Source: an optimization exercise on an open RTL-to-GDS flow (aim: small area). Production flows keep margins and buffers that such runs may drop.
Only simulation tests tie the RTL to the original design; equivalence was not proved.
Power and IR drop assume default switching activity.

==> inputs of trial 16 <==
Design watch_top, start of the top module:
module watch_top (
    input  logic clock,
    input  logic reset,
    input  logic [watch_pkg::MODE_IN_W-1:0] mode,
    input  logic [watch_pkg::BUTTON_W-1:0] button,
    output logic [watch_pkg::HOUR_W-1:0] hour,
    output logic [watch_pkg::MIN_W-1:0] minute,
    output logic [watch_pkg::MIN_W-1:0] second,
    output logic [watch_pkg::LED_W-1:0] led,
    output logic piezo
);
    logic tick;
    logic [watch_pkg::MODE_W-1:0] active_mode;
    logic [watch_pkg::BUTTON_W-1:0] key_pulse;
    logic note_any;
    logic [watch_pkg::NIDX_W-1:0] note_idx;
    logic [watch_pkg::HOUR_W-1:0] alarm_hour;
    logic [watch_pkg::MIN_W-1:0] alarm_minute;
    logic alarm_start;
    logic alarm_enabled;
    logic tone_on;
    logic [watch_pkg::NIDX_W-1:0] tone_idx;
    panel_input panel0 (
        .clock(clock),
        .reset(reset),
        .mode(mode),
        .button(button),
        .tick(tick),
        .active_mode(active_mode),
        .key_pulse(key_pulse),
        .note_any(note_any),
        .note_idx(note_idx)
    );
    time_keeper keeper0 (
        .clock(clock),
        .reset(reset),
        .tick(tick),
        .active_mode(active_mode),
        .key_pulse(key_pulse),
        .hour(hour),
        .minute(minute),
        .second(second),
        .alarm_hour(alarm_hour),
        .alarm_minute(alarm_minute)
    );
    alarm_unit alarm0 (
        .clock(clock),
        .reset(reset),
        .active_mode(active_mode),
        .key_pulse(key_pulse),
        .hour(hour),
        .minute(minute),
        .second(second),
        .alarm_hour(alarm_hour),
  ...
==> module melody_recorder, before the edit <==
module melody_recorder (
    input  logic clock,
    input  logic reset,
    input  logic tick,
    input  logic [watch_pkg::MODE_W-1:0] active_mode,
    input  logic [watch_pkg::BUTTON_W-1:0] key_pulse,
    input  logic note_any,
    input  logic [watch_pkg::NIDX_W-1:0] note_idx,
    input  logic alarm_start,
    input  logic alarm_enabled,
    output logic tone_on,
    output logic [watch_pkg::NIDX_W-1:0] tone_idx,
    output logic [watch_pkg::LED_W-1:0] led
);
    localparam int DEPTH = watch_pkg::MELODY_DEPTH;
    logic [watch_pkg::NIDX_W-1:0] ring [DEPTH];
    logic [watch_pkg::LEN_W-1:0] ring_pos;
    logic [watch_pkg::LEN_W-1:0] next_idx;
    logic [watch_pkg::LEN_W-1:0] length;
    logic [watch_pkg::NIDX_W-1:0] last_note;
    logic [watch_pkg::NIDX_W-1:0] first_note;
    logic [watch_pkg::NIDX_W-1:0] cur_note;
    logic [watch_pkg::NIDX_W-1:0] next_note;
    logic [6:0] win_state;
    logic playing;
    logic record_mode;
    logic sample_done;
    logic clear_req;
    logic start_req;
    logic recording;
    logic store;
    logic advance;
    logic [watch_pkg::LED_W-1:0] level_bar;
    assign record_mode = (active_mode == watch_pkg::MODE_RECORD);
    assign sample_done = (win_state == watch_pkg::WIN_LAST);
    assign clear_req = record_mode && key_pulse[watch_pkg::KEY_CLEAR];
    assign start_req = (alarm_start || (record_mode && key_pulse[watch_pkg::KEY_PLAY])) &&
                       !playing && (length != '0);
    assign recording = record_mode && !playing && note_any && (length < DEPTH);
    assign store = tick && recording && sample_done && !clear_req && !start_req;
    assign advance = tick && playing && sample_done && !clear_req;
    always_ff @(posedge clock or negedge reset) begin
        if (!reset) begin
            length <= '0;
            next_idx <= 7'd1;
            win_state <= watch_pkg::WIN_FIRST;
            playing <= 1'b0;
        end else if (clear_req) begin
            length <= '0;   
            next_idx <= 7'd1;
            win_state <= watch_pkg::WIN_FIRST;
            playing <= 1'b0;
        end else if (start_req) begin
            next_idx <= 7'd1;
            win_state <= watch_pkg::WIN_FIRST;
            playing <= 1'b1;
        end else if (tick) begin
            if (playing || recording) begin
                win_state <= watch_pkg::win_step(win_state);
            end else begin
                win_state <= watch_pkg::WIN_FIRST;   
            end
            if (playing && sample_done) begin
                if (next_idx == length) begin
                    playing <= 1'b0;
                    next_idx <= 7'd1;
                end else begin
                    next_idx <= next_idx + 1'b1;
                end
            end
            if (store) length <= length + 1'b1;
        end
    end
    always_ff @(posedge clock or negedge reset) begin
        if (!reset) ring_pos <= 7'd1;
        else ring_pos <= (ring_pos == DEPTH) ? 7'd1 : ring_pos + 1'b1;
    end
    always_ff @(posedge clock) begin
        for (int i = 0; i < DEPTH - 2; i++) ring[i] <= ring[i + 1];
        ring[DEPTH - 2] <= (ring_pos == length) ? last_note : ring[DEPTH - 1];
        ring[DEPTH - 1] <= ring[0];
        if (store) begin
            last_note <= note_idx;
            if (length == '0) first_note <= note_idx;
        end
        if (ring_pos == next_idx) next_note <= ring[0];
        if (start_req) cur_note <= first_note;
        else if (advance) cur_note <= next_note;
    end
    always_comb begin
        for (int i = 0; i < watch_pkg::LED_W; i++) begin
            level_bar[i] = (length != '0) && (length >= i * watch_pkg::LED_STEP);
        end
        tone_on = playing || (record_mode && note_any);
        tone_idx = playing ? cur_note : note_idx;
    end
    always_ff @(posedge clock or negedge reset) begin
        if (!reset) led <= '0;
        else if (record_mode) led <= level_bar;
        else led <= {{(watch_pkg::LED_W-1){1'b0}}, alarm_enabled};
    end
endmodule
export LEC_CHECK = 0
export CAP_MARGIN = 20
export CORE_MARGIN = 2
export CORE_UTILIZATION = 40
export CTS_CLUSTER_DIAMETER = 50
export CTS_CLUSTER_SIZE = 24
export SLEW_MARGIN = 20
create_clock -name core_clock -period 10.0 [get_ports {clock}]
run.sh (not shown) runs the stock make flow with config.mk's settings and CLKGATE_MAP_FILE= SYNTH_SCRIPT=/design/flow/synth_recipe.tcl, a recipe that flattens the netlist after the stock synthesis.
==> trial 93: changes against trial 16 <==
--- a/flow/design.v
+++ b/flow/design.v
@@ -229,3 +229,2 @@
     logic [watch_pkg::NIDX_W-1:0] last_note;
-    logic [watch_pkg::NIDX_W-1:0] first_note;
     logic [watch_pkg::NIDX_W-1:0] cur_note;
@@ -241,3 +240,5 @@
     logic advance;
-    logic [watch_pkg::LED_W-1:0] level_bar;
+    logic [watch_pkg::LEN_W-1:0] next_inc;
+    logic [3:0] bar_count;
+    logic [3:0] led_level;   
     assign record_mode = (active_mode == watch_pkg::MODE_RECORD);
@@ -250,2 +251,3 @@
     assign advance = tick && playing && sample_done && !clear_req;
+    assign next_inc = next_idx + 1'b1;
     always_ff @(posedge clock or negedge reset) begin
@@ -253,3 +255,2 @@
             length <= '0;
-            next_idx <= 7'd1;
             win_state <= watch_pkg::WIN_FIRST;
@@ -258,3 +259,2 @@
             length <= '0;   
-            next_idx <= 7'd1;
             win_state <= watch_pkg::WIN_FIRST;
@@ -262,3 +262,2 @@
         end else if (start_req) begin
-            next_idx <= 7'd1;
             win_state <= watch_pkg::WIN_FIRST;
@@ -271,10 +270,3 @@
             end
-            if (playing && sample_done) begin
-                if (next_idx == length) begin
-                    playing <= 1'b0;
-                    next_idx <= 7'd1;
-                end else begin
-                    next_idx <= next_idx + 1'b1;
-                end
-            end
+            if (playing && sample_done && next_idx == DEPTH) playing <= 1'b0;
             if (store) length <= length + 1'b1;
@@ -290,8 +282,7 @@
         ring[DEPTH - 1] <= ring[0];
-        if (store) begin
-            last_note <= note_idx;
-            if (length == '0) first_note <= note_idx;
-        end
+        if (start_req) next_idx <= (length == 7'd1) ? 7'(DEPTH) : 7'd1;
+        else if (advance) next_idx <= (next_inc == length) ? 7'(DEPTH) : next_inc;
+        if (store) last_note <= note_idx;
         if (ring_pos == next_idx) next_note <= ring[0];
-        if (start_req) cur_note <= first_note;
+        if (store && length == '0) cur_note <= note_idx;
         else if (advance) cur_note <= next_note;
@@ -299,5 +290,7 @@
     always_comb begin
+        bar_count = '0;
         for (int i = 0; i < watch_pkg::LED_W; i++) begin
-            level_bar[i] = (length != '0) && (length >= i * watch_pkg::LED_STEP);
+            if ((length != '0) && (length >= i * watch_pkg::LED_STEP)) bar_count = 4'(i + 1);
         end
+        for (int i = 0; i < watch_pkg::LED_W; i++) led[i] = (led_level > i);
         tone_on = playing || (record_mode && note_any);
@@ -306,5 +299,5 @@
     always_ff @(posedge clock or negedge reset) begin
-        if (!reset) led <= '0;
-        else if (record_mode) led <= level_bar;
-        else led <= {{(watch_pkg::LED_W-1){1'b0}}, alarm_enabled};
+        if (!reset) led_level <= '0;
+        else if (record_mode) led_level <= bar_count;
+        else led_level <= {3'b000, alarm_enabled};
     end
==> flow/flow/run.sh (new file) <==
#!/bin/bash
set -euo pipefail
work=$(pwd)
rm -rf "$work/scripts_area"
cp -r "$FLOW_HOME/scripts" "$work/scripts_area"
cp "$work/flow/abc_area.script" "$work/scripts_area/abc_area.script"
vars=(
  "SCRIPTS_DIR=$work/scripts_area"
  "ABC_AREA=1"
  "BUFFER_PORTS_ARGS=-buffer_cell sky130_fd_sc_hd__buf_1"
  "CTS_ARGS=-sink_clustering_enable -repair_clock_nets -dont_use_dummy_load -sink_clustering_size 40 -sink_clustering_max_diameter 80"
)
bash standard.sh "${vars[@]}" synth > "$work/synth.log" 2>&1
bash standard.sh "${vars[@]}" finish > "$work/layout.log" 2>&1
==> flow/flow/abc_area.script (new file) <==
strash
dch -f
amap
strash
dch -f
amap
strash
dch -f
amap
==> flow/standard.sh (new file) <==
#!/bin/bash
# synth_recipe.tcl (not shown) runs the flow's synth.tcl, then flattens the netlist and writes it again
# the make line also repeats each setting of config.mk as NAME=value (left out here)
make -C /OpenROAD-flow-scripts/flow DESIGN_CONFIG=/design/flow/config.mk WORK_HOME=/design/flow/orfs CLKGATE_MAP_FILE= SYNTH_SCRIPT=/design/flow/synth_recipe.tcl "${@:-finish}"
- CTS_CLUSTER_DIAMETER: 50 -> default
- CTS_CLUSTER_SIZE: 24 -> default
removed: flow/run.sh
==> build 78: changes against trial 16 <==
- CTS_BUF_LIST: default -> sky130_fd_sc_hd__clkbuf_4
- CTS_CLUSTER_DIAMETER: 50 -> default
- CTS_CLUSTER_SIZE: 24 -> default
==> qor summary <==
	trial 93	trial 16	build 78
Result of the run	timing/DRC/antenna clean	timing/DRC/antenna clean	timing/DRC/antenna clean
TritonCTS buffer count	15	34	92
Number of vias after detailed routing	6,848	6,940	7,262
Fraction of synthesized cell area in xor and xnor cells	0.000779	0.0508	0.0508
Layer carrying the most global-route usage	met2	met1	met1
Non-filler instance count after layout	1,395	1,444	1,551
Final critical delay including setup and external delays	5.04 ns	4.93 ns	4.74 ns
RD Place Congestion	0.862	0.796	0.796
Post-layout instance area	12,300 µm²	14,100 µm²	14,100 µm²
Clock network power share	0.283	0.434	0.416
CP startpoint	mode[1]	mode[2]	mode[2]
R2R cell count	21	12	12
Metal2 WL	8.30 mm	8.59 mm	8.84 mm
Cell chosen for the clock root	sky130_fd_sc_hd__clkbuf_16	sky130_fd_sc_hd__clkbuf_16	sky130_fd_sc_hd__clkbuf_4
Reg-to-reg startpoint	panel0.btn_sync[5]	panel0.btn_sync[4]	panel0.btn_sync[6]
Worst Path Max Fanout	14	9	9
Crit. path cell count	15	10	10

## port drivers added, routing unchanged
No port has a modelled driver above. Below, the same layouts with a new extraction and two added sets of constraints. Step 1: set_driving_cell puts a clkbuf_16 on clock and a buf_2 on each other input, an assumption about the parent block. Step 2, shift: input delay + t, output delay - t, t = (earliest + latest rising clock arrival at the registers) / 2. This alone moves slack from input paths to output paths. a / b / c = ideal / step 1 / step 2; a / b = the first two.
run | t (ns) | slack for setup (ns) | worst setup path after step 2 | pins driven straight from the clock port
trial 16 | 0.546 | 5.075 / 5.099 / 4.553 | input to register | 1
trial 93 | 0.527 | 4.955 / 4.979 / 4.452 | input to register | 1
build 78 | 0.712 | 5.260 / 5.278 / 4.566 | input to register | 1
After both steps every run listed still meets setup and hold. For build 78, which loses most, drivers alone change the setup slack by +0.018 ns; drivers and shift together by -0.694 ns.
